This design comes from an exercise in tuning for small area, a short achievable clock period and few clock cycles per item on the open sky130 flow, not from production work. The RTL was checked by simulation tests, not by an equivalence proof against the original design. Power and IR drop assume default switching activity.

==> build 44 <==
## pimt_vec_mul
module pimt_vec_mul (
    input  logic           clk,
    input  logic           rst_n,
    input  logic           alphamulk_vld,
    output logic           alphamulk_rdy,
    input  logic [127:0]   alpha_mul_k,
    input  logic [127:0]   pi_m_i,
    output logic [127:0]   pimt_result,
    output logic [3:0]     pimt_sat,
    output logic           pimt_result_vld,
    input  logic           pimt_result_rdy,
    output logic [15:0]    sat_cnt
);
Settings: LEC_CHECK=0, ABC_CLOCK_PERIOD_IN_PS=4000, CAP_MARGIN=20, CORE_MARGIN=2, CORE_UTILIZATION=55, PLACE_DENSITY=0.65, SLEW_MARGIN=20; clock period 11.0 ns.
standard.sh (not shown) runs the stock make flow with config.mk's settings and CLKGATE_MAP_FILE= SYNTH_SCRIPT=/design/flow/synth_recipe.tcl, a recipe that flattens the netlist after the stock synthesis.
==> flow/flow/run.sh <==
#!/bin/bash
# Standard layout with three changes:
#  1. after the standard synthesis, flow/polarity.py removes the inverters
#     that Yosys leaves between full-adder cells (a full adder is self-dual,
#     so an adder can work on complemented signals instead); registers, ports
#     and all other cells are untouched;
#  2. the resizer's setup repair aims below the clock period
#     (SETUP_SLACK_MARGIN), so that the achieved period shrinks;
#  3. every port is still buffered, with a plain buf_2 as the port buffer
#     (BUFFER_PORTS_ARGS) instead of the delay cells buffer_ports picks.
# Each tool's output goes to a log file in this folder (ORFS's own per-step
# logs are under orfs/logs).
set -euo pipefail
WH=$(grep -o 'WORK_HOME=[^ ]*' standard.sh | head -1 | cut -d= -f2)
R=$WH/results/sky130hd/pimt_vec_mul/base
bash standard.sh "$R/1_2_yosys.v" > synth.log 2>&1
cp "$R/1_2_yosys.v" 1_2_yosys.orig.v
python3 flow/polarity.py 1_2_yosys.orig.v "$R/1_2_yosys.v" > polarity.log 2>&1
bash standard.sh SETUP_SLACK_MARGIN=${MARGIN:-7.0} \
    "BUFFER_PORTS_ARGS=-buffer_cell sky130_fd_sc_hd__buf_2" finish > standard_flow.log 2>&1
Other scripts of this flow, unchanged in this note and not shown: flow/flow/polarity.py
==> build 56: changes against build 44 <==
==> flow/flow/run.sh (replaced) <==
#!/bin/bash
# Standard layout with two changes:
#  1. after the standard synthesis, flow/polarity.py removes the inverters
#     that Yosys leaves between full-adder cells (a full adder is self-dual,
#     so an adder can work on complemented signals instead); registers, ports
#     and all other cells are untouched;
#  2. the resizer's setup repair aims below the clock period
#     (SETUP_SLACK_MARGIN), so that the achieved period shrinks.
# Each tool's output goes to a log file in this folder (ORFS's own per-step
# logs are under orfs/logs).
set -euo pipefail
WH=$(grep -o 'WORK_HOME=[^ ]*' standard.sh | head -1 | cut -d= -f2)
R=$WH/results/sky130hd/pimt_vec_mul/base
bash standard.sh "$R/1_2_yosys.v" > synth.log 2>&1
cp "$R/1_2_yosys.v" 1_2_yosys.orig.v
python3 flow/polarity.py 1_2_yosys.orig.v "$R/1_2_yosys.v" > polarity.log 2>&1
bash standard.sh SETUP_SLACK_MARGIN=${MARGIN:-7.2} finish > standard_flow.log 2>&1
Settings changed: CORE_UTILIZATION 55 to 45, PLACE_DENSITY 0.65 to default.
==> run notes <==
| quantity | build 44 | build 56 |
|---|---|---|
| Most repeated library cell on the critical path | fa_1 | a211oi_4 |
| Total power draw | 56760 uW | 58320 uW |
| Tap cells | 3705 | 4536 |
| Htree depth | 4 | 5 |
| Fin crit period | 4028 ps | 4004 ps |
| Post-Place Cell Area | 157100 um^2 | 160300 um^2 |
| Number of buffers created by CTS | 240 | 266 |
| Net switching component of the power | 25020 uW | 25570 uW |
| Power in combinational cells | 34400 uW | 35400 uW |
| Met1 Wirelength | 179700 um | 201600 um |
| Leakage power of the design | 0.06171 uW | 0.06485 uW |
| Run status | finished clean | finished clean |
| Crit path launch | g_lane[3].u_lane.aq15 | g_lane[2].u_lane.r0_4_2 |
| GPL Wtd Cong | 0.9170 | 0.8968 |
| Std-Cell Core Area | 277000 um^2 | 339500 um^2 |
| Clock power share | 14.8% | 15.4% |
Testbench counts of build 44, summed over its fixed seeds: cycles 8,016, items 8,000.
Testbench counts of build 56, summed over its fixed seeds: cycles 8,016, items 8,000.

[re-timing with driven ports]
In the flow no input, the clock included, has a driving cell. The finished layouts below were timed again as built, in two steps.
Step 1: set_driving_cell puts a clkbuf_16 on clk and a buf_2 on each other input, an assumption about the parent block.
Step 2, shift: input delay + t, output delay - t, t = (earliest + latest rising clock arrival at the registers) / 2. This alone moves slack from input paths to output paths.
Three values: no drivers, after step 1, after step 2; two values: the first two.
| run | t, ns | slack for setup (ns) | pins driven straight from the clock port |
|---|---|---|---|
| build 44 | 1.036 | 6.972 / 6.972 / 5.978 | 1 |
| build 56 | 1.004 | 6.996 / 6.996 / 6.531 | 1 |
After both steps setup and hold are still met in every run listed. The setup slack of build 44, which loses most, moves by 0.000 ns with the drivers and by -0.994 ns with both steps.
